This is an optimization exercise on Yosys and OpenROAD, whose aim is a short achievable clock period and few clock cycles per item, not a production implementation.
No run shown here included a check of the RTL's function; only the layout flow was run.
Power and IR drop assume default switching activity.

## flow/flow/run.sh

```bash
#!/bin/bash
# The standard layout, with faster cells as the port buffers (ORFS's
# buffer_ports otherwise picks a delay cell, which repair_timing does not
# always resize). Every tool's output goes to a log file of its own.
set -euo pipefail
bash standard.sh "BUFFER_PORTS_ARGS=-buffer_cell sky130_fd_sc_hd__buf_6" finish > standard_flow.log 2>&1
```

## flow/standard.sh

```bash
#!/bin/bash
# synth_recipe.tcl (not shown) runs the flow's synth.tcl, then flattens the netlist and writes it again
# the make line also repeats each setting of config.mk as NAME=value (left out here)
make -C /OpenROAD-flow-scripts/flow DESIGN_CONFIG=/design/flow/config.mk WORK_HOME=/design/flow/orfs CLKGATE_MAP_FILE= SYNTH_SCRIPT=/design/flow/synth_recipe.tcl "${@:-finish}"
```

## flow/config.mk

```make
export PLATFORM = sky130hd
export DESIGN_NAME = processor
export DESIGN_NICKNAME = processor
export VERILOG_FILES = /design/flow/design.v
export SDC_FILE = /design/flow/constraint.sdc
export NUM_CORES = 4
export LEC_CHECK = 0
export ABC_AREA = 1
export CAP_MARGIN = 20
export CORE_MARGIN = 2
export CORE_UTILIZATION = 40
export SETUP_SLACK_MARGIN = 4.5
export SLEW_MARGIN = 20
```

## flow/constraint.sdc

```tcl
create_clock -name core_clock -period 7.0 [get_ports {clock_i}]
set_input_delay 1.4000 -clock core_clock [delete_from_list [all_inputs] [get_ports {clock_i}]]
set_output_delay 1.4000 -clock core_clock [all_outputs]
set_load 0.01 [all_outputs]
```

## flow/design.v

```verilog
`default_nettype none
package pipe_pkg;
    localparam logic [4:0] OP_RTYPE = 5'd0;
    localparam logic [4:0] OP_J     = 5'd1;
    localparam logic [4:0] OP_BNE   = 5'd2;
    localparam logic [4:0] OP_ADDI  = 5'd5;
    localparam logic [4:0] OP_BLT   = 5'd6;
    localparam logic [4:0] OP_SW    = 5'd7;
    localparam logic [4:0] OP_LW    = 5'd8;
endpackage
`default_nettype wire
`timescale 1ns/1ns
`default_nettype none
module pfx_add #(
    parameter int W = 32
) (
    input  wire logic [W-1:0] a_i,
    input  wire logic [W-1:0] b_i,
    input  wire logic         c_i,
    output logic [W-1:0]      s_o
);
    localparam int LV = (W <= 2) ? 1 : (W <= 4) ? 2 : (W <= 8) ? 3 : (W <= 16) ? 4 : (W <= 32) ? 5 : 6;
    logic [(LV+1)*W-1:0] g;
    logic [(LV+1)*W-1:0] p;
    logic [W-1:0]        c;
    for (genvar i = 0; i < W; i++) begin : g_bit
        if (i == 0) begin : g_lsb
            assign g[i] = (a_i[i] & b_i[i]) | ((a_i[i] | b_i[i]) & c_i);
        end else begin : g_up
            assign g[i] = a_i[i] & b_i[i];
        end
        assign p[i] = a_i[i] | b_i[i];
    end
    for (genvar l = 0; l < LV; l++) begin : g_lvl
        for (genvar i = 0; i < W; i++) begin : g_node
            if (l == 0 && i == 1) begin : g_bit1
                assign g[W+i] = g[i] | (p[i] & a_i[0] & b_i[0])
                              | (p[i] & a_i[0] & c_i) | (p[i] & b_i[0] & c_i);
                assign p[W+i] = p[i] & p[i-1];
            end else if (i >= (1 << l)) begin : g_comb
                assign g[(l+1)*W+i] = g[l*W+i] | (p[l*W+i] & g[l*W+i-(1<<l)]);
                assign p[(l+1)*W+i] = p[l*W+i] & p[l*W+i-(1<<l)];
            end else begin : g_pass
                assign g[(l+1)*W+i] = g[l*W+i];
                assign p[(l+1)*W+i] = p[l*W+i];
            end
        end
    end
    assign c[0] = c_i;
    for (genvar i = 1; i < W; i++) begin : g_carry
        assign c[i] = g[LV*W+i-1];
    end
    assign s_o = (a_i ^ c) ^ b_i;
endmodule
module slt32 (
    input  wire logic [31:0] x_i,
    input  wire logic [31:0] y_i,
    output logic             lt_o
);
    logic [31:0] xs;
    logic [31:0] yn;
    logic [62:0] g;    
    logic [62:0] p;
    assign xs = {~x_i[31], x_i[30:0]};
    assign yn = ~{~y_i[31], y_i[30:0]};
    for (genvar i = 0; i < 32; i++) begin : g_leaf
        assign g[i] = xs[i] & yn[i];
        assign p[i] = xs[i] | yn[i];
    end
    for (genvar i = 0; i < 16; i++) begin : g_l1
        assign g[32+i] = g[2*i+1] | (p[2*i+1] & g[2*i]);
        assign p[32+i] = p[2*i+1] & p[2*i];
    end
    for (genvar i = 0; i < 8; i++) begin : g_l2
        assign g[48+i] = g[32+2*i+1] | (p[32+2*i+1] & g[32+2*i]);
        assign p[48+i] = p[32+2*i+1] & p[32+2*i];
    end
    for (genvar i = 0; i < 4; i++) begin : g_l3
        assign g[56+i] = g[48+2*i+1] | (p[48+2*i+1] & g[48+2*i]);
        assign p[56+i] = p[48+2*i+1] & p[48+2*i];
    end
    for (genvar i = 0; i < 2; i++) begin : g_l4
        assign g[60+i] = g[56+2*i+1] | (p[56+2*i+1] & g[56+2*i]);
        assign p[60+i] = p[56+2*i+1] & p[56+2*i];
    end
    assign g[62] = g[61] | (p[61] & g[60]);
    assign p[62] = p[61] & p[60];
    assign lt_o = !(g[62] | p[62]);
endmodule
module alu (
    input  wire logic [31:0] a_i,
    input  wire logic [31:0] b_i,
    input  wire logic [4:0]  shamt_i,
    input  wire logic        add_i,
    input  wire logic        sub_i,
    input  wire logic        and_i,
    input  wire logic        or_i,
    input  wire logic        sll_i,
    input  wire logic        sra_i,
    output logic [31:0]      result_o
);
    logic [31:0] sum;
    logic [31:0] shl;
    logic [31:0] shr;
    pfx_add #(.W(32)) u_add (
        .a_i (a_i),
        .b_i (b_i ^ {32{sub_i}}),
        .c_i (sub_i),
        .s_o (sum)
    );
    assign shl = a_i << shamt_i;
    assign shr = $signed(a_i) >>> shamt_i;
    assign result_o = ({32{add_i | sub_i}} & sum)
                    | ({32{and_i}} & (a_i & b_i))
                    | ({32{or_i}}  & (a_i | b_i))
                    | ({32{sll_i}} & shl)
                    | ({32{sra_i}} & shr);
endmodule
`default_nettype wire
`timescale 1ns/1ns
`default_nettype none
module processor (
    input  wire logic             clock_i,
    input  wire logic             reset_i,
    output logic [31:0]           imem_addr_o,
    input  wire logic [31:0]      imem_data_i,
    output logic [31:0]           dmem_addr_o,
    output logic [31:0]           dmem_wdata_o,
    output logic                  dmem_wren_o,
    input  wire logic [31:0]      dmem_rdata_i,
    output logic                  rf_write_en_o,
    output logic [4:0]            rf_write_reg_o,
    output logic [31:0]           rf_write_data_o,
    output logic [4:0]            rf_read_reg_a_o,
    output logic [4:0]            rf_read_reg_b_o,
    input  wire logic [31:0]      rf_read_data_a_i,
    input  wire logic [31:0]      rf_read_data_b_i
);
    localparam int SHORT = 6;   
    logic [31:0] pc_q;
    logic        fd_v;
    logic [31:0] fd_ins;
    logic [4:0]  fd_rb;       
    logic [31:0] fd_pc;
    logic [31:0] fd_pc1;      
    logic        fd_hit;      
    logic        fd_pred;     
    logic        fd_rtype;
    logic        fd_addi;
    logic        fd_lw;
    logic        fd_lw_nz;    
    logic        fd_sw;
    logic        fd_br;       
    logic        fd_bne;
    logic        dx_v;
    logic        dx_wr;       
    logic        dx_ld;
    logic        dx_addi;
    logic [31:0] dx_nimm;     
    logic        dx_st;
    logic        dx_br;
    logic        dx_bne;
    logic        dx_pred;
    logic [4:0]  dx_rd;
    logic [31:0] dx_a;        
    logic [31:0] dx_b;        
    logic [31:0] dx_s;        
    logic        dx_fa;       
    logic        dx_fb;
    logic        dx_fs;
    logic [31:0] dx_alt;      
    logic [4:0]  dx_shamt;
    logic        dx_add, dx_sub, dx_and, dx_or, dx_sll, dx_sra;
    logic        xm_wr;       
    logic        xm_st;       
    logic        xm_ld;
    logic [4:0]  xm_rd;
    logic [31:0] xm_res;
    logic [31:0] xm_addr;     
    logic [31:0] xm_sd;
    logic        wb_en;
    logic [4:0]  wb_idx;
    logic [31:0] wb_data;
    logic [31:0] wb_out;      
    logic        f_stall;     
    logic        redirect;    
    logic        d_redir;     
    logic        e_mis;       
    logic [31:0] d_alt;       
    logic [31:0] d_tgt;
    logic [4:0]  i_op;
    logic        i_j;
    logic        i_bne;
    logic        i_blt;
    logic        i_br;
    logic        i_rtype;
    logic [31:0] pc1;
    logic        i_pred;
    logic        i_short;     
    logic        i_take;
    logic [4:0]  i_rs;
    logic [4:0]  i_rb;
    logic [SHORT:0]    f_lo;
    logic [31-SHORT:0] pc_hi_p1;
    logic [31-SHORT:0] pc_hi_m1;
    assign i_op    = imem_data_i[31:27];
    assign i_j     = (i_op == pipe_pkg::OP_J);
    assign i_bne   = (i_op == pipe_pkg::OP_BNE);
    assign i_blt   = (i_op == pipe_pkg::OP_BLT);
    assign i_rtype = (i_op == pipe_pkg::OP_RTYPE);
    assign i_br    = (i_bne || i_blt) && (imem_data_i[16:0] != 17'd0);
    assign i_rs    = imem_data_i[21:17];
    assign i_rb    = i_rtype ? imem_data_i[16:12] : imem_data_i[26:22];
    assign f_stall = fd_v && fd_lw_nz
                     && ((i_rs == fd_ins[26:22] && (i_rtype || i_bne || i_blt || i_op == pipe_pkg::OP_ADDI
                                                    || i_op == pipe_pkg::OP_LW || i_op == pipe_pkg::OP_SW))
                         || (imem_data_i[16:12] == fd_ins[26:22] && i_rtype)
                         || (imem_data_i[26:22] == fd_ins[26:22] && (i_bne || i_blt || i_op == pipe_pkg::OP_SW)));
    pfx_add #(.W(32)) u_pc1 (
        .a_i (pc_q),
        .b_i (32'd0),
        .c_i (1'b1),
        .s_o (pc1)
    );
    assign i_pred  = i_br && (i_bne || imem_data_i[16]);
    assign i_short = (imem_data_i[16:SHORT-1] == '0) || (imem_data_i[16:SHORT-1] == '1);
    assign i_take  = i_pred && i_short;
    pfx_add #(.W(SHORT+1)) u_f_lo (
        .a_i ({1'b0, pc1[SHORT-1:0]}),
        .b_i ({1'b0, imem_data_i[SHORT-1:0]}),
        .c_i (1'b0),
        .s_o (f_lo)
    );
    pfx_add #(.W(32-SHORT)) u_hi_p1 (
        .a_i (pc1[31:SHORT]),
        .b_i ('0),
        .c_i (1'b1),
        .s_o (pc_hi_p1)
    );
    pfx_add #(.W(32-SHORT)) u_hi_m1 (
        .a_i (pc1[31:SHORT]),
        .b_i ('1),
        .c_i (1'b0),
        .s_o (pc_hi_m1)
    );
    logic [31:0] pc_keep;
    logic [31:0] pc_nx;
    logic        f_go;
    logic        s_keep, s_j, s_seq, s_lo, s_hp, s_hm;
    logic        f_c;
    assign pc_keep = d_redir ? d_tgt : fd_pc1;
    assign f_go    = !d_redir && !f_stall;
    assign f_c     = f_lo[SHORT];
    assign s_keep = !f_go;
    assign s_j    = f_go && i_j;
    assign s_seq  = f_go && !i_j && !i_take;
    assign s_lo   = f_go && i_take;                            
    assign s_hp   = f_go && i_take && f_c && !imem_data_i[16];   
    assign s_hm   = f_go && i_take && !f_c && imem_data_i[16];   
    assign pc_nx[SHORT-1:0] = ({SHORT{s_keep}} & pc_keep[SHORT-1:0])
                            | ({SHORT{s_j}}    & imem_data_i[SHORT-1:0])
                            | ({SHORT{s_seq}}  & pc1[SHORT-1:0])
                            | ({SHORT{s_lo}}   & f_lo[SHORT-1:0]);
    assign pc_nx[31:SHORT]  = ({(32-SHORT){s_keep}} & pc_keep[31:SHORT])
                            | ({(32-SHORT){s_j}}    & {5'd0, imem_data_i[26:SHORT]})
                            | ({(32-SHORT){s_seq || (s_lo && !s_hp && !s_hm)}} & pc1[31:SHORT])
                            | ({(32-SHORT){s_hp}}   & pc_hi_p1)
                            | ({(32-SHORT){s_hm}}   & pc_hi_m1);
    always_ff @(posedge clock_i) begin
        if (reset_i) begin
            pc_q <= '0;
        end else begin
            pc_q <= redirect ? dx_alt : e_mis ? d_alt : pc_nx;
        end
    end
    always_ff @(posedge clock_i) begin
        fd_ins     <= imem_data_i;
        fd_rb      <= i_rb;
        fd_pc      <= pc_q;
        fd_pc1     <= pc1;
        fd_hit     <= i_take;
        fd_pred    <= i_pred;
        fd_rtype   <= i_rtype;
        fd_addi    <= (i_op == pipe_pkg::OP_ADDI);
        fd_lw      <= (i_op == pipe_pkg::OP_LW);
        fd_lw_nz   <= (i_op == pipe_pkg::OP_LW) && (imem_data_i[26:22] != 5'd0);
        fd_sw      <= (i_op == pipe_pkg::OP_SW);
        fd_br      <= i_br;
        fd_bne     <= i_bne;
        if (reset_i || redirect || d_redir || e_mis) begin
            fd_v <= 1'b0;
        end else begin
            fd_v <= !i_j && !f_stall;
        end
    end
    assign imem_addr_o = pc_q;
    logic [4:0]  rs;
    logic [4:0]  rd;
    logic [4:0]  fn;
    logic        use_imm;
    logic        d_wr;
    logic [31:0] m_val;
    logic [31:0] val_a;
    logic [31:0] val_b;
    logic [31:0] imm;
    assign rs  = fd_ins[21:17];
    assign rd  = fd_ins[26:22];
    assign fn  = fd_ins[6:2];
    assign imm = {{15{fd_ins[16]}}, fd_ins[16:0]};
    assign rf_read_reg_a_o = rs;
    assign rf_read_reg_b_o = fd_rb;
    assign use_imm = fd_addi || fd_lw || fd_sw;
    assign d_wr    = (fd_rtype || fd_addi || fd_lw) && (rd != 5'd0);
    pfx_add #(.W(32)) u_tgt (
        .a_i (fd_pc),
        .b_i (imm),
        .c_i (1'b1),
        .s_o (d_tgt)
    );
    assign m_val = xm_ld ? dmem_rdata_i : xm_res;
    assign val_a = (xm_wr && xm_rd == rs)    ? m_val
                 : (wb_en && wb_idx == rs)   ? wb_data
                 : rf_read_data_a_i;
    assign val_b = (xm_wr && xm_rd == fd_rb)  ? m_val
                 : (wb_en && wb_idx == fd_rb) ? wb_data
                 : rf_read_data_b_i;
    logic        fuse;
    logic        e_zero;
    logic [31:0] nimm;
    pfx_add #(.W(32)) u_nimm (
        .a_i (~imm),
        .b_i (32'd0),
        .c_i (1'b1),
        .s_o (nimm)
    );
    assign fuse   = fd_v && fd_br && fd_bne && dx_v && dx_addi && dx_wr
                    && ((rs == 5'd0 && dx_rd == rd) || (rd == 5'd0 && dx_rd == rs));
    assign e_zero = dx_fa ? (xm_res == dx_nimm) : (dx_a == dx_nimm);
    assign e_mis  = fuse && (e_zero == fd_hit);
    assign d_alt  = fd_hit ? fd_pc1 : d_tgt;
    assign d_redir = fd_v && fd_pred && !fd_hit && !fuse;
    always_ff @(posedge clock_i) begin
        dx_wr    <= d_wr;
        dx_ld    <= fd_lw;
        dx_addi  <= fd_addi;
        dx_nimm  <= nimm;
        dx_st    <= fd_sw;
        dx_br    <= fd_br && !fuse;
        dx_bne   <= fd_bne;
        dx_pred  <= fd_pred;
        dx_rd    <= rd;
        dx_a     <= val_a;
        dx_b     <= use_imm ? imm : val_b;
        dx_s     <= val_b;
        dx_fa    <= dx_v && dx_wr && dx_rd == rs;
        dx_fb    <= dx_v && dx_wr && dx_rd == fd_rb && !use_imm;
        dx_fs    <= dx_v && dx_wr && dx_rd == fd_rb;
        dx_alt   <= fd_pred ? fd_pc1 : d_tgt;
        dx_shamt <= fd_ins[11:7];
        dx_add   <= use_imm || (fd_rtype && fn == 5'd0);
        dx_sub   <= fd_rtype && fn == 5'd1;
        dx_and   <= fd_rtype && fn == 5'd2;
        dx_or    <= fd_rtype && fn == 5'd3;
        dx_sll   <= fd_rtype && fn == 5'd4;
        dx_sra   <= fd_rtype && fn == 5'd5;
        if (reset_i) begin
            dx_v <= 1'b0;
        end else begin
            dx_v <= fd_v && !redirect;
        end
    end
    logic [31:0] op_a;
    logic [31:0] op_b;
    logic [31:0] op_s;
    logic [31:0] alu_res;
    logic        taken;
    assign op_a = dx_fa ? xm_res : dx_a;
    assign op_b = dx_fb ? xm_res : dx_b;
    assign op_s = dx_fs ? xm_res : dx_s;
    alu u_alu (
        .a_i      (op_a),
        .b_i      (op_b),
        .shamt_i  (dx_shamt),
        .add_i    (dx_add),
        .sub_i    (dx_sub),
        .and_i    (dx_and),
        .or_i     (dx_or),
        .sll_i    (dx_sll),
        .sra_i    (dx_sra),
        .result_o (alu_res)
    );
    logic lt_rr, lt_rm, lt_mr;
    logic gt_rr, gt_rm, gt_mr;
    logic t_rr, t_rm, t_mr;
    slt32 u_lt_rr (.x_i(dx_s),   .y_i(dx_a),   .lt_o(lt_rr));
    slt32 u_lt_rm (.x_i(dx_s),   .y_i(xm_res), .lt_o(lt_rm));
    slt32 u_lt_mr (.x_i(xm_res), .y_i(dx_a),   .lt_o(lt_mr));
    slt32 u_gt_rr (.x_i(dx_a),   .y_i(dx_s),   .lt_o(gt_rr));
    slt32 u_gt_rm (.x_i(xm_res), .y_i(dx_s),   .lt_o(gt_rm));
    slt32 u_gt_mr (.x_i(dx_a),   .y_i(xm_res), .lt_o(gt_mr));
    assign t_rr = lt_rr || (dx_bne && gt_rr);
    assign t_rm = lt_rm || (dx_bne && gt_rm);
    assign t_mr = lt_mr || (dx_bne && gt_mr);
    always_comb begin
        case ({dx_fs, dx_fa})
            2'b00:   taken = t_rr;
            2'b01:   taken = t_rm;
            2'b10:   taken = t_mr;
            default: taken = 1'b0;   
        endcase
    end
    assign redirect = dx_v && dx_br && (taken != dx_pred);
    always_ff @(posedge clock_i) begin
        xm_ld  <= dx_ld;
        xm_rd  <= dx_rd;
        xm_res <= alu_res;
        xm_addr <= (dx_ld || dx_st) ? alu_res : '0;
        xm_sd  <= op_s;
        if (reset_i) begin
            xm_wr <= 1'b0;
            xm_st <= 1'b0;
        end else begin
            xm_wr <= dx_v && dx_wr;
            xm_st <= dx_v && dx_st;
        end
    end
    assign dmem_addr_o  = xm_addr;
    assign dmem_wdata_o = xm_sd;
    assign dmem_wren_o  = xm_st;
    always_ff @(posedge clock_i) begin
        wb_idx  <= xm_rd;
        wb_data <= m_val;
        wb_out  <= xm_wr ? m_val : '0;
        if (reset_i) begin
            wb_en <= 1'b0;
        end else begin
            wb_en <= xm_wr;
        end
    end
    assign rf_write_en_o   = wb_en;
    assign rf_write_reg_o  = wb_idx;
    assign rf_write_data_o = wb_out;
endmodule
`default_nettype wire
```

==> results of run 1 <==
==> synth_stat cells, types with 5 or more instances <==
cell,count
dfxtp_1,499
buf_2,19
o211ai_1,54
ha_1,6
or2_2,19
a21oi_1,210
o21ai_1,37
buf_6,11
inv_2,12
nor4_1,12
nor2_1,491
nand4_1,60
a31oi_1,14
nand3_2,8
o21ai_0,556
o221ai_1,6
xor2_1,91
nand3_1,340
and2_1,6
inv_1,650
o2111ai_1,6
o21bai_1,10
buf_1,31
nand2_2,14
xnor2_1,48
nor3_1,47
o21ai_2,27
a221oi_1,8
clkbuf_1,112
a211oi_1,7
o22ai_1,31
nor2_2,12
buf_4,17
a21boi_0,5
nor2_4,8
nand3b_1,18
nand2_1,1699
==> placed cells by master (no fill, tap or decap), drive strengths merged, types with 4 or more instances in the layout <==
cell type,instances
buf,680
o221ai,6
clkinvlp,13
or2,20
nand4,60
nor2,512
o211ai,54
a211oi,7
nor4,12
clkbuf,83
nand2,1716
a21oi,211
clkinv,25
a22oi,4
bufinv,8
inv,658
a21boi,5
nand3,348
xnor2,48
a221oi,8
a31oi,14
dfxtp,499
o21bai,10
and2,6
nand3b,18
ha,6
o21ai,622
o22ai,31
xor2,91
nor3,51
o2111ai,6
==> repair_timing <==
action | in CTS | in global routing
gates resized for setup | 883 | 853
cloned | 22 | 11
buffers inserted | 204 | 153
setup endpoints to repair | 250 | 249
pin swaps | 134 | 333
==> power by group through the flow <==
stage	clock, mW	combinational (mW)	sequential [mW]
6_report	3.28	2.09	3.13
5_1_grt	3.42	2.22	3.14
4_1_cts	3.29	1.69	3.13
3_5_place_dp	0	1.43	3.20
3_3_place_gp	0	1.44	3.20
2_1_floorplan	0	0.893	3.13
==> through the flow <==
stage	instance area (um2)	hold WS [ps]	instances	setup slack (ps)	util (%)
final	46800	351	6893	4130	60.3
after global routing	46800	367	6891	4050	60.3
after CTS	42600	349	6727	4250	54.9
after detailed placement	35400	334	6395	2840	45.7
after global placement	35400	334	6395	2840	45.7
after floorplan	31700	323	5236	4030	-
==> routing by layer <==
layer | GRT usage, % | share of wire [%] | vias to the layer above
met1 | 43.0 | 36 | 17935
met4 | 28.9 | 9.9 | 2
met3 | 6.02 | 8.3 | 737
li1 | - | - | 17937
met5 | 0 | 0.0079 | -
met2 | 63.5 | 46 | 2119
==> cell type report <==
| type | instances | area share [%] |
|---|---|---|
| clock inverters | 32 | 0.906 |
| multi-input cells | 3882 | 48.6 |
| clock buffers | 74 | 3.46 |
| repair inverters | 5 | 0.0802 |
| flip-flops and latches | 499 | 22.2 |
| diodes | 2 | 0.0107 |
| repair buffers | 692 | 16.2 |
| well taps | 1040 | 2.78 |
| inverters | 667 | 5.68 |
==> path summary, 6_finish.rpt <==
kind / from / to
setup / recovery: dx_fa / pc_q[5]
hold / removal: fd_addi / dx_addi
setup reg to reg: dx_fa / pc_q[5]
hold reg to reg: fd_addi / dx_addi
==> cell families after synthesis <==
group                      Yosys count  synth area share [%]
and+or+nand+nor                   2743                  36.0
AOI/OAI and AO/OA                  987                  17.3
buffers and inverters              859                  10.8
DFF                                499                  31.8
xor gates and xnor gates           139                  3.87
adders and majority gates            6                 0.239
muxes                                3                0.0955
==> critical path, delay by kind of cell, from the launching register on <==
kind | cells | cell delay (ps)
xor+xnor | 1 | 180
compound gates | 3 | 240
simple gates | 9 | 1010
flops | 1 | 360
buf+inv | 7 | 950
==> flow_summary.ini, run 1 <==
[status]
outcome = no timing/DRC/antenna violations

[placed_design]
dp_hpwl_mm = 116
gp_congestion = 1.07
io_buffer_count = 274

[clock_network]
cts-buffers-inserted = 57
cts_root_buffer = clkbuf_16
cts_tree = done
clock_latency_ps = 680
h-tree-depth = 2
cts.sinks = 499
path_clk_slew_ps = 70
clk_path_buf_depth = 3
cts-hold-fix-buffers = 0

[sta]
min_period_over_period_pct = 41.0
timing.fmax_ghz = 0.348
skew_ps = 79.6
hold_violations = 0
finalSetupTns_ps = 0
setup_violations = 0
rsz0062_at_grt = yes
period_needed_ps = 2870
worst_pin_slew_ps = 1080
slew_viol_final = 0
slew_headroom_pct = 27.9

[global_routing]
grt_pass1_vias = 36087
antenna_found_initial = 2
grt.total_usage_pct = 37.8
grt_pass1_wl_mm = 230
grt_start_max_net_pins = 69
grt_overflow = 0

[pwr]
vdd_ir_drop_max_v = 0.000185
total_power_mw = 8.50
seq_power_share_pct = 36.8
switching_share_pct = 32.9
combPwrFrac_pct = 24.6
p_int_mw = 5.70
p_switching_mw = 2.80
p_clk_share_pct = 38.6
leakage_nw = 21.7
p_per_area_nw_per_um2 = 182

[die]
die_area_um2 = 80900
die_w_um = 284
start_util_pct = 40.5
die_h_um = 284
coreArea_um2 = 77600
rows = 102
io_pins = 275

[routing]
via_count = 38730
drt-wirelength-per-cell_um = 23.9
via_per_inst = 5.62
firstDrtPassIters = 6
drt-total-wl_mm = 165
drt_iter0_drc = 3948
drc = 0
ant_nets = 0

[worst_hold_path]
min_path_type = flip-flop to flip-flop
whs_path_depth = 0

[critical_path]
crit_path_end_kind = flip-flop
critPathMaxStageDelay_ps = 360
critPathKind = flip-flop to flip-flop
cp_data_arrival_time_ps = 3410
required_ps = 7540
crit_slowest_cell = dfxtp_4
start_kind = flip-flop
rrSetupSlack_ps = 4130
path_cells = buf_12 -> buf_4 -> nand2_1 -> o21ai_4 -> buf_12 -> xnor2_1 -> nand2_1 -> nor2_1 -> nand2_1 -> nor2_4 -> buf_4 -> nand3_4 -> nand3_4 -> buf_12 -> buf_12 -> inv_12 -> a21oi_2 -> nand2_1 -> nand3_2 -> a21oi_2
reg2reg_depth = 20
path_max_fanout = 6

[yosys]
synthTopCellsByArea = dfxtp_1 (32%), nand2_1 (20%), o21ai_0 (8.8%), inv_1 (7.8%), nor2_1 (5.9%)
ys.flop_type = dfxtp_1
async_reset_ff_share_pct = 0
synthesis.nets = 5372
seq_area_frac_synth_pct = 31.8
synth_top_cell_by_area = dfxtp_1
synth_cells = 5236
synth_area_per_cell_um2 = 6.01
yosysWarnings = 1
synth_area_um2 = 31400
synth_edf_count = 0
synth.distinct_cells = 54
yosys.area.top_type_share_pct = 31.8
synth-seq-cells = 499

[final_layout]
nets = 5940
drive_gt1_share_pct = 33.8
n_fill_cell = 7275
regArea_um2 = 10400
multi_input_area_um2 = 22800
syn2layout_area_growth_pct = 48.9

[run]
max-cap-violations = 0
==> run 2: changes to the inputs <==
--- a/flow/design.v
+++ b/flow/design.v
@@ -88,33 +88,48 @@
     assign lt_o = !(g[62] | p[62]);
 endmodule
 module alu (
-    input  wire logic [31:0] a_i,
-    input  wire logic [31:0] b_i,
-    input  wire logic [4:0]  shamt_i,
-    input  wire logic        add_i,
+    input  wire logic [31:0] a_i,        
+    input  wire logic [31:0] bx_i,       
+    input  wire logic [31:0] ax_i,       
+    input  wire logic [31:0] s_i,        
+    input  wire logic [31:0] m_i,        
+    input  wire logic        fa_i,       
+    input  wire logic        fs_i,       
     input  wire logic        sub_i,
+    input  wire logic [4:0]  shamt_i,
+    input  wire logic        add_rr_i,
+    input  wire logic        add_mr_i,
+    input  wire logic        add_rm_i,
+    input  wire logic        add_mm_i,
     input  wire logic        and_i,
     input  wire logic        or_i,
     input  wire logic        sll_i,
     input  wire logic        sra_i,
     output logic [31:0]      result_o
 );
-    logic [31:0] sum;
+    logic [31:0] s_rr, s_mr, s_rm, s_mm;
+    logic [31:0] rm_sum;
+    logic [31:0] op_a;
+    logic [31:0] op_s;
     logic [31:0] shl;
     logic [31:0] shr;
-    pfx_add #(.W(32)) u_add (
-        .a_i (a_i),
-        .b_i (b_i ^ {32{sub_i}}),
-        .c_i (sub_i),
-        .s_o (sum)
-    );
-    assign shl = a_i << shamt_i;
-    assign shr = $signed(a_i) >>> shamt_i;
-    assign result_o = ({32{add_i | sub_i}} & sum)
-                    | ({32{and_i}} & (a_i & b_i))
-                    | ({32{or_i}}  & (a_i | b_i))
-                    | ({32{sll_i}} & shl)
-                    | ({32{sra_i}} & shr);
+    pfx_add #(.W(32)) u_rr (.a_i(a_i), .b_i(bx_i), .c_i(sub_i), .s_o(s_rr));
+    pfx_add #(.W(32)) u_mr (.a_i(m_i), .b_i(bx_i), .c_i(sub_i), .s_o(s_mr));
+    pfx_add #(.W(32)) u_rm (.a_i(ax_i), .b_i(m_i), .c_i(1'b0), .s_o(rm_sum));
+    assign s_rm = rm_sum ^ {32{sub_i}};
+    assign s_mm = sub_i ? '0 : {m_i[30:0], 1'b0};
+    assign op_a = fa_i ? m_i : a_i;
+    assign op_s = fs_i ? m_i : s_i;
+    assign shl  = op_a << shamt_i;
+    assign shr  = $signed(op_a) >>> shamt_i;
+    assign result_o = ({32{add_rr_i}} & s_rr)
+                    | ({32{add_mr_i}} & s_mr)
+                    | ({32{add_rm_i}} & s_rm)
+                    | ({32{add_mm_i}} & s_mm)
+                    | ({32{and_i}}    & (op_a & op_s))
+                    | ({32{or_i}}     & (op_a | op_s))
+                    | ({32{sll_i}}    & shl)
+                    | ({32{sra_i}}    & shr);
 endmodule
 `default_nettype wire
 `timescale 1ns/1ns
@@ -163,14 +178,15 @@
     logic        dx_pred;
     logic [4:0]  dx_rd;
     logic [31:0] dx_a;        
-    logic [31:0] dx_b;        
+    logic [31:0] dx_bx;       
+    logic [31:0] dx_ax;       
     logic [31:0] dx_s;        
     logic        dx_fa;       
-    logic        dx_fb;
     logic        dx_fs;
     logic [31:0] dx_alt;      
     logic [4:0]  dx_shamt;
-    logic        dx_add, dx_sub, dx_and, dx_or, dx_sll, dx_sra;
+    logic        dx_sub, dx_and, dx_or, dx_sll, dx_sra;
+    logic        dx_add_rr, dx_add_mr, dx_add_rm, dx_add_mm;
     logic        xm_wr;       
     logic        xm_st;       
     logic        xm_ld;
@@ -197,7 +213,7 @@
     logic [31:0] pc1;
     logic        i_pred;
     logic        i_short;     
-    logic        i_take;
+    logic        i_take;      
     logic [4:0]  i_rs;
     logic [4:0]  i_rb;
     logic [SHORT:0]    f_lo;
@@ -224,7 +240,7 @@
     );
     assign i_pred  = i_br && (i_bne || imem_data_i[16]);
     assign i_short = (imem_data_i[16:SHORT-1] == '0) || (imem_data_i[16:SHORT-1] == '1);
-    assign i_take  = i_pred && i_short;
+    assign i_take  = i_bne || (i_blt && imem_data_i[16]);
     pfx_add #(.W(SHORT+1)) u_f_lo (
         .a_i ({1'b0, pc1[SHORT-1:0]}),
         .b_i ({1'b0, imem_data_i[SHORT-1:0]}),
@@ -278,7 +294,7 @@
         fd_rb      <= i_rb;
         fd_pc      <= pc_q;
         fd_pc1     <= pc1;
-        fd_hit     <= i_take;
+        fd_hit     <= i_pred && i_short;
         fd_pred    <= i_pred;
         fd_rtype   <= i_rtype;
         fd_addi    <= (i_op == pipe_pkg::OP_ADDI);
@@ -310,6 +326,16 @@
     assign rf_read_reg_a_o = rs;
     assign rf_read_reg_b_o = fd_rb;
     assign use_imm = fd_addi || fd_lw || fd_sw;
+    logic fwd_a;
+    logic fwd_s;
+    logic fwd_b;
+    logic fn_sub;
+    logic is_add;
+    assign fwd_a  = dx_v && dx_wr && dx_rd == rs;
+    assign fwd_s  = dx_v && dx_wr && dx_rd == fd_rb;
+    assign fwd_b  = fwd_s && !use_imm;
+    assign fn_sub = fd_rtype && fn == 5'd1;
+    assign is_add = use_imm || (fd_rtype && fn == 5'd0) || fn_sub;
     assign d_wr    = (fd_rtype || fd_addi || fd_lw) && (rd != 5'd0);
     pfx_add #(.W(32)) u_tgt (
         .a_i (fd_pc),
@@ -333,7 +359,7 @@
         .c_i (1'b1),
         .s_o (nimm)
     );
-    assign fuse   = fd_v && fd_br && fd_bne && dx_v && dx_addi && dx_wr
+    assign fuse   = fd_v && fd_br && fd_bne && fd_hit && dx_v && dx_addi && dx_wr
                     && ((rs == 5'd0 && dx_rd == rd) || (rd == 5'd0 && dx_rd == rs));
     assign e_zero = dx_fa ? (xm_res == dx_nimm) : (dx_a == dx_nimm);
     assign e_mis  = fuse && (e_zero == fd_hit);
@@ -350,15 +376,18 @@
         dx_pred  <= fd_pred;
         dx_rd    <= rd;
         dx_a     <= val_a;
-        dx_b     <= use_imm ? imm : val_b;
+        dx_bx    <= fn_sub ? ~val_b : use_imm ? imm : val_b;
+        dx_ax    <= fn_sub ? ~val_a : val_a;
         dx_s     <= val_b;
-        dx_fa    <= dx_v && dx_wr && dx_rd == rs;
-        dx_fb    <= dx_v && dx_wr && dx_rd == fd_rb && !use_imm;
-        dx_fs    <= dx_v && dx_wr && dx_rd == fd_rb;
+        dx_fa    <= fwd_a;
+        dx_fs    <= fwd_s;
         dx_alt   <= fd_pred ? fd_pc1 : d_tgt;
         dx_shamt <= fd_ins[11:7];
-        dx_add   <= use_imm || (fd_rtype && fn == 5'd0);
-        dx_sub   <= fd_rtype && fn == 5'd1;
+        dx_add_rr <= is_add && !fwd_a && !fwd_b;
+        dx_add_mr <= is_add && fwd_a && !fwd_b;
+        dx_add_rm <= is_add && !fwd_a && fwd_b;
+        dx_add_mm <= is_add && fwd_a && fwd_b;
+        dx_sub   <= fn_sub;
         dx_and   <= fd_rtype && fn == 5'd2;
         dx_or    <= fd_rtype && fn == 5'd3;
         dx_sll   <= fd_rtype && fn == 5'd4;
@@ -369,20 +398,24 @@
             dx_v <= fd_v && !redirect;
         end
     end
-    logic [31:0] op_a;
-    logic [31:0] op_b;
     logic [31:0] op_s;
     logic [31:0] alu_res;
     logic        taken;
-    assign op_a = dx_fa ? xm_res : dx_a;
-    assign op_b = dx_fb ? xm_res : dx_b;
     assign op_s = dx_fs ? xm_res : dx_s;
     alu u_alu (
-        .a_i      (op_a),
-        .b_i      (op_b),
-        .shamt_i  (dx_shamt),
-        .add_i    (dx_add),
+        .a_i      (dx_a),
+        .bx_i     (dx_bx),
+        .ax_i     (dx_ax),
+        .s_i      (dx_s),
+        .m_i      (xm_res),
+        .fa_i     (dx_fa),
+        .fs_i     (dx_fs),
         .sub_i    (dx_sub),
+        .shamt_i  (dx_shamt),
+        .add_rr_i (dx_add_rr),
+        .add_mr_i (dx_add_mr),
+        .add_rm_i (dx_add_rm),
+        .add_mm_i (dx_add_mm),
         .and_i    (dx_and),
         .or_i     (dx_or),
         .sll_i    (dx_sll),
==> flow_summary.ini, run 2 <==
[yosys]
yosys.area.top_type_share_pct = 29.6
synthTopCellsByArea = dfxtp_1 (30%), nand2_1 (18%), nor2_1 (8.6%), inv_1 (7.5%), o21ai_0 (6.8%)
synth-seq-cells = 533
synth.distinct_cells = 67
seq_area_frac_synth_pct = 29.6
synth_cells = 6056
yosysWarnings = 1
ys.flop_type = dfxtp_1
yosys-top-cells-count = nand2_1 (1699), nor2_1 (826), inv_1 (724)
synth_area_per_cell_um2 = 5.96
async_reset_ff_share_pct = 0
synth_edf_count = 0
synth_most_common_cell = nand2_1
synth_area_um2 = 36100
synth_top_cell_by_area = dfxtp_1
synthesis.nets = 6196

[critical_path]
crit_path_end_kind = flip-flop
critPathKind = input pin to flip-flop
required_ps = 7560
rrSetupSlack_ps = 4170
cp_data_arrival_time_ps = 3410
start_kind = input pin
path_max_fanout = 7

[clock_network]
cts_tree = done
cts-buffers-inserted = 67
clock_latency_ps = 660
cts.sinks = 533
cts_root_buffer = clkbuf_16
clk_path_buf_depth = 3
h-tree-depth = 3
path_clk_slew_ps = 60

[routing]
drc = 0
via_per_inst = 5.77
via_count = 45473
ant_nets = 0
drt-total-wl_mm = 209
drt_iter0_drc = 4858
drt-wirelength-per-cell_um = 26.5
firstDrtPassIters = 8

[sta]
timing.fmax_ghz = 0.351
whs_ps = 376
slew_headroom_pct = 21.1
min_period_over_period_pct = 40.7
slew_viol_final = 0
hold_violations = 0
setup_violations = 0
rsz0062_at_grt = yes
worst_pin_slew_ps = 1170
finalSetupTns_ps = 0
skew_ps = 32.8
period_needed_ps = 2850
fin_ws_ps = 4150

[pwr]
vdd_ir_drop_max_v = 0.000174
p_per_area_nw_per_um2 = 187
seq_power_share_pct = 35.5
switching_share_pct = 33.8
p_switching_mw = 3.25
combPwrFrac_pct = 23.3
leakage_nw = 24.3
total_power_mw = 9.61
p_int_mw = 6.36
p_clk_share_pct = 41.1

[final_layout]
nets = 6790
drive_gt1_share_pct = 27.9
layout_common_cells = nand2_1 (1514), nor2_1 (725), inv_1 (659), buf_6 (347), dfxtp_1 (343)
layout_commonest_cell = nand2_1
final_core_util_pct = 57.1
syn2layout_area_growth_pct = 42.1
final_cell_area_um2 = 51300
stdcell_count = 7881

[global_routing]
grt_pass1_wl_mm = 289
grt.total_usage_pct = 42.5
antenna_found_initial = 5
grt_start_max_net_pins = 65
grt_overflow = 0
grt_pass1_vias = 42504

[die]
rows = 110
io_pins = 275
start_util_pct = 40.2
coreArea_um2 = 89700
die_h_um = 304
die_area_um2 = 92600
die_w_um = 304

[placed_design]
dp_hpwl_mm = 155
gp_congestion = 1.07
io_buffer_count = 274
postPlaceCellArea_um2 = 40300
dp_slack_ps = 2660
dp_cells = 7357

[worst_hold_path]
min_path_type = flip-flop to flip-flop

[status]
outcome = no timing/DRC/antenna violations

[run]
max-cap-violations = 0
[run 2: area by class of cell]
class                      count  area [um2]
inverter                     760        3070
timing repair buffer         731        7830
clock buffer                  75        1750
antenna                        3        7.51
fill                        8772       38500
clock inverter                46         712
multi-input combinational   4553       25300
timing repair inverter         4        36.3
sequential                   533       11100
tap                         1176        1470
[run 2: final timing paths]
path,from,depth (start not counted),endpoint
setup / recovery,imem_data_i[29],19,pc_q[16]
hold / removal,fd_sw,0,dx_st
setup reg to reg,dx_fa,17,xm_addr[27]
hold reg to reg,fd_sw,0,dx_st
[run 2: timing repair]
| item | 4_1_cts | 5_1_grt |
|---|---|---|
| pin swaps | 161 | 207 |
| setup endpoints to repair | 325 | 248 |
| hold buffers | 0 | 0 |
| buffers inserted | 256 | 113 |
| cloned | 23 | 8 |
| gates resized for setup | 1010 | 545 |
[run 2: power by group through the flow]
stage / Sequential [mW] / Combinational [mW] / Clock (mW)
detailed placement: 3.48 / 1.73 / 0
global placement: 3.48 / 1.74 / 0
CTS: 3.40 / 2.02 / 3.97
finish: 3.41 / 2.24 / 3.95
global route: 3.42 / 2.39 / 4.08
floorplan: 3.37 / 1.08 / 0
[run 2: kinds of logic after synthesis]
group / Yosys count / share of synthesized area, %
simple gates: 3183 / 36.7
compound gates: 1167 / 18.3
buf+inv: 981 / 10.6
flops: 533 / 29.6
xor+xnor: 177 / 4.30
fa+ha+maj: 10 / 0.388
mux: 5 / 0.139
[run 2: layer usage]
metal,global-route usage (%),vias to the layer above,wire (um)
met2,68.0,2548,92100
li1,-,20857,-
met1,49.3,21310,77400
met3,8.19,756,18100
met5,0,-,16
met4,35.4,2,20900
[run 2: critical path: stages]
cell	delay, ps
buf_12	110
clkinv_8	50
nor2_4	190
nand3_4	120
nand2_4	100
nand3_2	80
nand3_2	90
nand2_4	90
nand2_8	90
clkinvlp_4	130
nand3_4	130
buf_12	180
nand2_8	120
nand2_1	90
nand3_1	70
nand2_1	100
nand3_1	110
nand2_1	100
inv_1	30
==> run 3: changes to the inputs <==
--- a/flow/config.mk
+++ b/flow/config.mk
@@ -8,6 +8,7 @@
 export ABC_AREA = 1
 export CAP_MARGIN = 20
 export CORE_MARGIN = 2
-export CORE_UTILIZATION = 40
+export CORE_UTILIZATION = 65
+export PLACE_DENSITY_LB_ADDON = 0.2
 export SETUP_SLACK_MARGIN = 4.5
 export SLEW_MARGIN = 20
==> flow_summary.ini, run 3 <==
[placed_design]
gp_congestion = 1.18
io_buffer_count = 274
dp_hpwl_mm = 123
postPlaceCellArea_um2 = 39500
dp_slack_ps = 2910

[status]
outcome = stopped before the end
lastStage = 5_1_grt
error = [ERROR GRT-0116] Global routing finished with congestion. Check the congestion regions in the DRC Viewer.

[clock_network]
cts-buffers-inserted = 55
clk_path_buf_depth = 3
cts_root_buffer = clkbuf_16
cts.sinks = 533
h-tree-depth = 2
cts-hold-fix-buffers = 0

[yosys]
yosysWarnings = 1
async_reset_ff_share_pct = 0
synth_top_cell_by_area = dfxtp_1
synth_cells = 6056
synth-seq-cells = 533
synth.distinct_cells = 67
synth_most_common_cell = nand2_1
synth_area_um2 = 36100
seq_area_frac_synth_pct = 29.6
synthesis.nets = 6196
synthTopCellsByArea = dfxtp_1 (30%), nand2_1 (18%), nor2_1 (8.6%), inv_1 (7.5%), o21ai_0 (6.8%)
yosys-top-cells-count = nand2_1 (1699), nor2_1 (826), inv_1 (724)
ys.flop_type = dfxtp_1
synth_area_per_cell_um2 = 5.96
yosys.area.top_type_share_pct = 29.6
synth_edf_count = 0

[die]
io_pins = 275
die_h_um = 240
die_w_um = 240
rows = 86
start_util_pct = 65.6

[global_routing]
grt.total_usage_pct = 73.0
grt_start_max_net_pins = 65
grt_pass1_wl_mm = 318
grt_overflow = 151
grt_pass1_vias = 50386
run 3: cell counts after synthesis:
No cell type changed its count.
run 3: what timing repair did:
item | in CTS
gates resized for setup | 756
setup buffers | 261
cloned | 19
setup endpoints to repair | 295
pin swaps | 143
run 3: stage by stage:
step           instances  hold WS, ps  total power, mW  utilization [%]
3_5_place_dp        6895          350             5.07             71.8
2_1_floorplan       6056          326             4.45                -
3_3_place_gp        6895          344             5.04             71.8
4_1_cts             7276          365             8.28             83.8
run 3: power groups by stage:
stage	Clock (mW)	Sequential [mW]	Combinational [mW]
after detailed placement	0	3.48	1.59
after global placement	0	3.48	1.56
after CTS	3.04	3.39	1.85
after floorplan	0	3.37	1.08
run 3: worst max path at each step:
stage / start / to / depth (start not counted)
floorplan: imem_data_i[16] / pc_q[21] / 19
global placement: imem_data_i[29] / pc_q[18] / 17
detailed placement: imem_data_i[29] / pc_q[18] / 17
CTS: pc_q[0] / imem_addr_o[0] / 2
run 3: layer usage:
layer,track usage [%],GRT overflow
met1,73.6,1
met2,92.0,74
met3,53.3,1
met4,73.6,75
met5,25.2,0
run 3: cell families after synthesis:
| logic type | share of synthesized area [%] |
|---|---|
| multiplexers | 0.139 |
| adder cells (fa/ha/maj) | 0.388 |
| buffers and inverters | 10.6 |
| flip-flops | 29.6 |
| AO/OA/AOI/OAI | 18.3 |
| XOR/XNOR | 4.30 |
| AND/OR/NAND/NOR | 36.7 |

[re-timing with driven ports]
In the flow no input, the clock included, has a driving cell. The finished layouts below were timed again as built, in two steps. Step 1: set_driving_cell puts a clkbuf_16 on clock_i and a buf_2 on each other input, an assumption about the parent block. Step 2 moves the port delays by t, midway between the first and last clock arrival at a register: inputs arrive t later, outputs are due t later. That takes back most of the time a late clock gives input paths. Slacks: no drivers / after step 1 / after step 2; pairs: no drivers / after step 1.
| run | t (ns) | setup slack, ns | hold slack, ns | worst setup path after step 2 | worst slew at a driven data input, ns |
|---|---|---|---|---|---|
| run 1 | 0.705 | 4.128 / 4.128 / 3.458 | 0.351 / 0.351 / 0.351 | input to register | 0.10 |
| run 2 | 0.724 | 4.153 / 4.154 / 3.440 | 0.376 / 0.376 / 0.376 | input to register | 0.12 |
After both steps every run listed still meets setup and hold. The setup slack of run 2, which loses most, moves by +0.001 ns with the drivers and by -0.713 ns with both steps.
